This is an optimization exercise on Yosys and OpenROAD, whose aim is small area, a short achievable clock period and few clock cycles per item, not a production implementation. RTL that was checked went through simulation tests only; none was proved equivalent to the original. Power is estimated from default activity; no workload was simulated.

// pool_engine
module pool_engine (
	input  logic        clk,
	input  logic        rst,
	input  logic        i_start,
	input  logic [19:0] i_cfg,	 
	input  logic        i_in_valid,
	input  logic [15:0] i_in_data,
	output logic        o_in_credit,
	output logic        o_out_valid,
	output logic [15:0] o_out_data,
	input  logic        i_out_credit,
	output logic        o_busy,
	output logic        o_done
);
	logic        op_q;	 
	logic [2:0]  sh_q;	 
	logic [3:0]  mask_q;	 
	logic [15:0] rem_q;	 
	logic        rem1_q;	 
	logic [15:0] fifo_mem [4];
	logic [1:0]  wr_ptr;
	logic [3:0]  rd_sel;	 
	logic [3:0]  occ;	 
	logic [15:0] head;
	logic [3:0]  atom_q;	 
	logic        nfirst_q;	 
	logic        nlast_q;	 
	logic        nword0_q;	 
	logic [3:0]  chan_q;	 
	logic        ch15_q;	 
	logic [3:0]  since_q;	 
	logic        aligned_q;	 
	logic [3:0]  used_q;	 
	logic        pop, win_end;
	logic [3:0]  atom_nx;
	logic [15:0] rem_dec;
	logic [19:0] acc;	 
	logic [8:0]  lo_sum;
	logic        w_v;
	logic [7:0]  w_lo;
	logic [7:0]  w_hi;	 
	logic        w_c8;	 
  ...
==> module pool_engine, before the edit <==
module pool_engine (
	input  logic        clk,
	input  logic        rst,
	input  logic        i_start,
	input  logic [19:0] i_cfg,	 
	input  logic        i_in_valid,
	input  logic [15:0] i_in_data,
	output logic        o_in_credit,
	output logic        o_out_valid,
	output logic [15:0] o_out_data,
	input  logic        i_out_credit,
	output logic        o_busy,
	output logic        o_done
);
	logic        op_q;	 
	logic [2:0]  sh_q;	 
	logic [3:0]  mask_q;	 
	logic [15:0] rem_q;	 
	logic        rem1_q;	 
	logic [15:0] fifo_mem [4];
	logic [1:0]  wr_ptr;
	logic [3:0]  rd_sel;	 
	logic [3:0]  occ;	 
	logic [15:0] head;
	logic [3:0]  atom_q;	 
	logic        nfirst_q;	 
	logic        nlast_q;	 
	logic        nword0_q;	 
	logic [3:0]  chan_q;	 
	logic        ch15_q;	 
	logic [3:0]  since_q;	 
	logic        aligned_q;	 
	logic [3:0]  used_q;	 
	logic        pop, win_end;
	logic [3:0]  atom_nx;
	logic [15:0] rem_dec;
	logic [19:0] acc;	 
	logic [8:0]  lo_sum;
	logic        w_v;
	logic [7:0]  w_lo;
	logic [7:0]  w_hi;	 
	logic        w_c8;	 
	logic        w_gtlo;	 
	logic        gt;	 
	logic        w_last, w_final;
	logic [19:0] ring [16];
	logic        s2_v, s2_final;
	assign pop     = occ[0] && (!nword0_q || aligned_q) && (nlast_q || !used_q[3]);
	assign win_end = !nlast_q && ch15_q;
	assign atom_nx = nlast_q ? atom_q + 4'd1 : 4'd0;
	assign head    = ({16{rd_sel[0]}} & fifo_mem[0]) | ({16{rd_sel[1]}} & fifo_mem[1]) |
	                 ({16{rd_sel[2]}} & fifo_mem[2]) | ({16{rd_sel[3]}} & fifo_mem[3]);
	assign acc     = nfirst_q ? ring[14] : 20'd0;
	assign lo_sum  = {1'b0, acc[7:0]} + {1'b0, head[7:0]};
	assign gt      = w_v && ((w_hi > ring[15][15:8]) || ((w_hi == ring[15][15:8]) && w_gtlo));
	always_comb begin
		for (int i = 0; i < 16; i++) begin
			rem_dec[i] = rem_q[i] ^ ~|(rem_q & ((16'd1 << i) - 16'd1));
		end
	end
	always_ff @(posedge clk) begin
		for (int k = 0; k < 4; k++) begin
			if (!occ[3] && (wr_ptr == 2'(k))) begin
				fifo_mem[k] <= i_in_data;
			end
		end
	end
	always_ff @(posedge clk or posedge rst) begin
		if (rst) begin
			op_q        <= 1'b0;
			sh_q        <= 3'd0;
			mask_q      <= 4'd0;
			rem_q       <= 16'd0;
			rem1_q      <= 1'b0;
			wr_ptr      <= 2'd0;
			rd_sel      <= 4'd1;
			occ         <= 4'd0;
			w_v         <= 1'b0;
			atom_q      <= 4'd0;
			nfirst_q    <= 1'b0;
			nlast_q     <= 1'b0;
			nword0_q    <= 1'b0;
			chan_q      <= 4'd0;
			ch15_q      <= 1'b0;
			aligned_q   <= 1'b0;
			used_q      <= 4'd0;
			o_in_credit <= 1'b0;
			w_last      <= 1'b0;
			w_final     <= 1'b0;
			s2_v        <= 1'b0;
			s2_final    <= 1'b0;
			o_out_valid <= 1'b0;
			o_done      <= 1'b0;
			o_busy      <= 1'b0;
		end else begin
			if (i_in_valid) begin
				wr_ptr <= wr_ptr + 2'd1;
			end
			case ({i_in_valid, pop})
				2'b10:   occ <= {occ[2:0], 1'b1};
				2'b01:   occ <= {1'b0, occ[3:1]};
				default: ;
			endcase
			w_v <= pop;
			if (i_start && !o_busy) begin
				op_q    <= i_cfg[19];
				sh_q    <= i_cfg[19] ? i_cfg[18:16] : 3'd0;
				mask_q  <= 4'((5'd1 << i_cfg[18:16]) - 5'd1);
				nlast_q <= (i_cfg[18:16] != 3'd0);
				rem_q   <= i_cfg[15:0];
				rem1_q  <= (i_cfg[15:0] == 16'd1);
			end else if (pop && win_end) begin
				rem_q   <= rem_dec;
				rem1_q  <= (rem_q == 16'd2);
			end
			if (pop) begin
				rd_sel   <= {rd_sel[2:0], rd_sel[3]};
				chan_q   <= chan_q + 4'd1;
				ch15_q   <= (chan_q == 4'd14);
				nword0_q <= !win_end;
				if (ch15_q) begin
					atom_q   <= atom_nx;
					nfirst_q <= nlast_q;
					nlast_q  <= (atom_nx != mask_q);
				end
			end
			aligned_q <= pop || (since_q == 4'd15);
			case ({pop && !nlast_q, i_out_credit})
				2'b10:   used_q <= {used_q[2:0], 1'b1};
				2'b01:   used_q <= {1'b0, used_q[3:1]};
				default: ;
			endcase
			o_in_credit <= pop;
			w_last      <= pop && !nlast_q;
			w_final     <= pop && win_end && rem1_q;
			s2_v        <= w_last;
			s2_final    <= w_final;
			o_out_valid <= s2_v;
			o_done      <= s2_final;
			if (i_start && !o_busy) begin
				o_busy <= 1'b1;
			end else if (s2_final) begin
				o_busy <= 1'b0;
			end
		end
	end
	always_ff @(posedge clk) begin
		since_q  <= pop ? 4'd0 : since_q + 4'd1;
		w_lo     <= head[7:0];
		w_hi     <= pop ? head[15:8] : 8'd0;
		w_c8     <= pop && op_q && lo_sum[8];
		w_gtlo   <= (head[7:0] > acc[7:0]);
		ring[0]  <= op_q ? {ring[15][19:8] + {4'd0, w_hi} + {11'd0, w_c8}, ring[15][7:0]}
		                 : {4'd0, gt ? {w_hi, w_lo} : ring[15][15:0]};
		for (int i = 1; i < 15; i++) begin
			ring[i] <= ring[i-1];
		end
		ring[15] <= !pop ? ring[14] : op_q ? {acc[19:8], lo_sum[7:0]} : acc;
		o_out_data <= 16'(ring[0] >> sh_q);
	end
endmodule
clock: 6.0 ns
lec_check: 0
abc_clock_period_in_ps: 2000
cap_margin: 20
core_margin: 2
core_utilization: 65
cts_buf_list: sky130_fd_sc_hd__clkbuf_8
cts_cluster_diameter: 40
cts_cluster_size: 16
setup_slack_margin: 3.7
slew_margin: 20
run.sh (not shown) runs the stock make flow with config.mk's settings and CLKGATE_MAP_FILE= SYNTH_SCRIPT=/design/flow/synth_recipe.tcl, a recipe that flattens the netlist after the stock synthesis.
Testbench counts at the start, summed over its fixed seeds: cycles 41,208, words 40,688.
Then changed:
--- a/flow/design.v
+++ b/flow/design.v
@@ -26,10 +26,11 @@
 	output logic [15:0] o_out_data,
 	input  logic        i_out_credit,
 	output logic        o_busy,
 	output logic        o_done
 );
+	logic        busy_q;	 
 	logic        op_q;	 
 	logic [2:0]  sh_q;	 
 	logic [3:0]  mask_q;	 
 	logic [15:0] rem_q;	 
 	logic        rem1_q;	 
@@ -49,15 +50,15 @@
 	logic [3:0]  used_q;	 
 	logic        pop, win_end;
 	logic [3:0]  atom_nx;
 	logic [15:0] rem_dec;
 	logic [19:0] acc;	 
-	logic [8:0]  lo_sum;
+	logic [6:0]  lo_sum;
 	logic        w_v;
-	logic [7:0]  w_lo;
-	logic [7:0]  w_hi;	 
-	logic        w_c8;	 
+	logic [5:0]  w_lo;
+	logic [9:0]  w_hi;	 
+	logic        w_c6;	 
 	logic        w_gtlo;	 
 	logic        gt;	 
 	logic        w_last, w_final;
 	logic [19:0] ring [16];
 	logic        s2_v, s2_final;
@@ -65,12 +66,12 @@
 	assign win_end = !nlast_q && ch15_q;
 	assign atom_nx = nlast_q ? atom_q + 4'd1 : 4'd0;
 	assign head    = ({16{rd_sel[0]}} & fifo_mem[0]) | ({16{rd_sel[1]}} & fifo_mem[1]) |
 	                 ({16{rd_sel[2]}} & fifo_mem[2]) | ({16{rd_sel[3]}} & fifo_mem[3]);
 	assign acc     = nfirst_q ? ring[14] : 20'd0;
-	assign lo_sum  = {1'b0, acc[7:0]} + {1'b0, head[7:0]};
-	assign gt      = w_v && ((w_hi > ring[15][15:8]) || ((w_hi == ring[15][15:8]) && w_gtlo));
+	assign lo_sum  = {1'b0, acc[5:0]} + {1'b0, head[5:0]};
+	assign gt      = w_v && ((w_hi > ring[15][15:6]) || ((w_hi == ring[15][15:6]) && w_gtlo));
 	always_comb begin
 		for (int i = 0; i < 16; i++) begin
 			rem_dec[i] = rem_q[i] ^ ~|(rem_q & ((16'd1 << i) - 16'd1));
 		end
 	end
@@ -98,29 +99,26 @@
 			nword0_q    <= 1'b0;
 			chan_q      <= 4'd0;
 			ch15_q      <= 1'b0;
 			aligned_q   <= 1'b0;
 			used_q      <= 4'd0;
-			o_in_credit <= 1'b0;
 			w_last      <= 1'b0;
 			w_final     <= 1'b0;
 			s2_v        <= 1'b0;
 			s2_final    <= 1'b0;
-			o_out_valid <= 1'b0;
-			o_done      <= 1'b0;
-			o_busy      <= 1'b0;
+			busy_q      <= 1'b0;
 		end else begin
 			if (i_in_valid) begin
 				wr_ptr <= wr_ptr + 2'd1;
 			end
 			case ({i_in_valid, pop})
 				2'b10:   occ <= {occ[2:0], 1'b1};
 				2'b01:   occ <= {1'b0, occ[3:1]};
 				default: ;
 			endcase
 			w_v <= pop;
-			if (i_start && !o_busy) begin
+			if (!busy_q) begin
 				op_q    <= i_cfg[19];
 				sh_q    <= i_cfg[19] ? i_cfg[18:16] : 3'd0;
 				mask_q  <= 4'((5'd1 << i_cfg[18:16]) - 5'd1);
 				nlast_q <= (i_cfg[18:16] != 3'd0);
 				rem_q   <= i_cfg[15:0];
@@ -144,34 +142,33 @@
 			case ({pop && !nlast_q, i_out_credit})
 				2'b10:   used_q <= {used_q[2:0], 1'b1};
 				2'b01:   used_q <= {1'b0, used_q[3:1]};
 				default: ;
 			endcase
-			o_in_credit <= pop;
 			w_last      <= pop && !nlast_q;
 			w_final     <= pop && win_end && rem1_q;
 			s2_v        <= w_last;
 			s2_final    <= w_final;
-			o_out_valid <= s2_v;
-			o_done      <= s2_final;
-			if (i_start && !o_busy) begin
-				o_busy <= 1'b1;
-			end else if (s2_final) begin
-				o_busy <= 1'b0;
-			end
+			busy_q      <= busy_q ? !s2_final : i_start;
 		end
 	end
 	always_ff @(posedge clk) begin
+		o_in_credit <= pop;
+		o_out_valid <= s2_v;
+		o_done      <= s2_final;
+		o_busy      <= busy_q ? !s2_final : i_start;
+	end
+	always_ff @(posedge clk) begin
 		since_q  <= pop ? 4'd0 : since_q + 4'd1;
-		w_lo     <= head[7:0];
-		w_hi     <= pop ? head[15:8] : 8'd0;
-		w_c8     <= pop && op_q && lo_sum[8];
-		w_gtlo   <= (head[7:0] > acc[7:0]);
-		ring[0]  <= op_q ? {ring[15][19:8] + {4'd0, w_hi} + {11'd0, w_c8}, ring[15][7:0]}
+		w_lo     <= head[5:0];
+		w_hi     <= pop ? head[15:6] : 10'd0;
+		w_c6     <= pop && op_q && lo_sum[6];
+		w_gtlo   <= (head[5:0] > acc[5:0]);
+		ring[0]  <= op_q ? {ring[15][19:6] + {4'd0, w_hi} + {13'd0, w_c6}, ring[15][5:0]}
 		                 : {4'd0, gt ? {w_hi, w_lo} : ring[15][15:0]};
 		for (int i = 1; i < 15; i++) begin
 			ring[i] <= ring[i-1];
 		end
-		ring[15] <= !pop ? ring[14] : op_q ? {acc[19:8], lo_sum[7:0]} : acc;
+		ring[15] <= !pop ? ring[14] : op_q ? {acc[19:6], lo_sum[5:0]} : acc;
 		o_out_data <= 16'(ring[0] >> sh_q);
 	end
 endmodule
After rerunning: Register-to-register slack is better by 80 ps. Synthesized area fell by about 1.8%. Clock-buffer cell count grows by 1. Total power went down by about 4.5%. Non-clock buffer count falls by 2. Core utilization decreases by 0.39 points. Global-route usage shrinks by 1.8 points.
The RTL of the second run of this note was laid out without a check of its function.

==> afterwards: timing with drivers on the ports <==
In the flow no input, the clock included, has a driving cell. The finished layouts below were timed again as built, in two steps. Step 1 sets driving cells, clkbuf_16 on the clock port and buf_2 on the other inputs (assumed; they add their load-dependent delay and slew). Step 2 times the ports against the registers' clock, not the clock port: input delays grow and output delays shrink by t, the midpoint of the rising clock arrivals with the driver on. Three values: ideal, step 1, step 2; two values: the first two.
run	t, ns	setup slack, ns	slew at the worst register clock pin (ns)	worst slew at a driven data input, ns
the first run	0.626	3.654 / 3.608 / 3.150	0.09 / 0.09	0.04
the second run	0.613	3.750 / 3.721 / 3.191	0.10 / 0.10	0.04
After both steps every run listed still meets setup and hold. The setup slack of the second run, which loses most, moves by -0.029 ns with the drivers and by -0.559 ns with both steps.
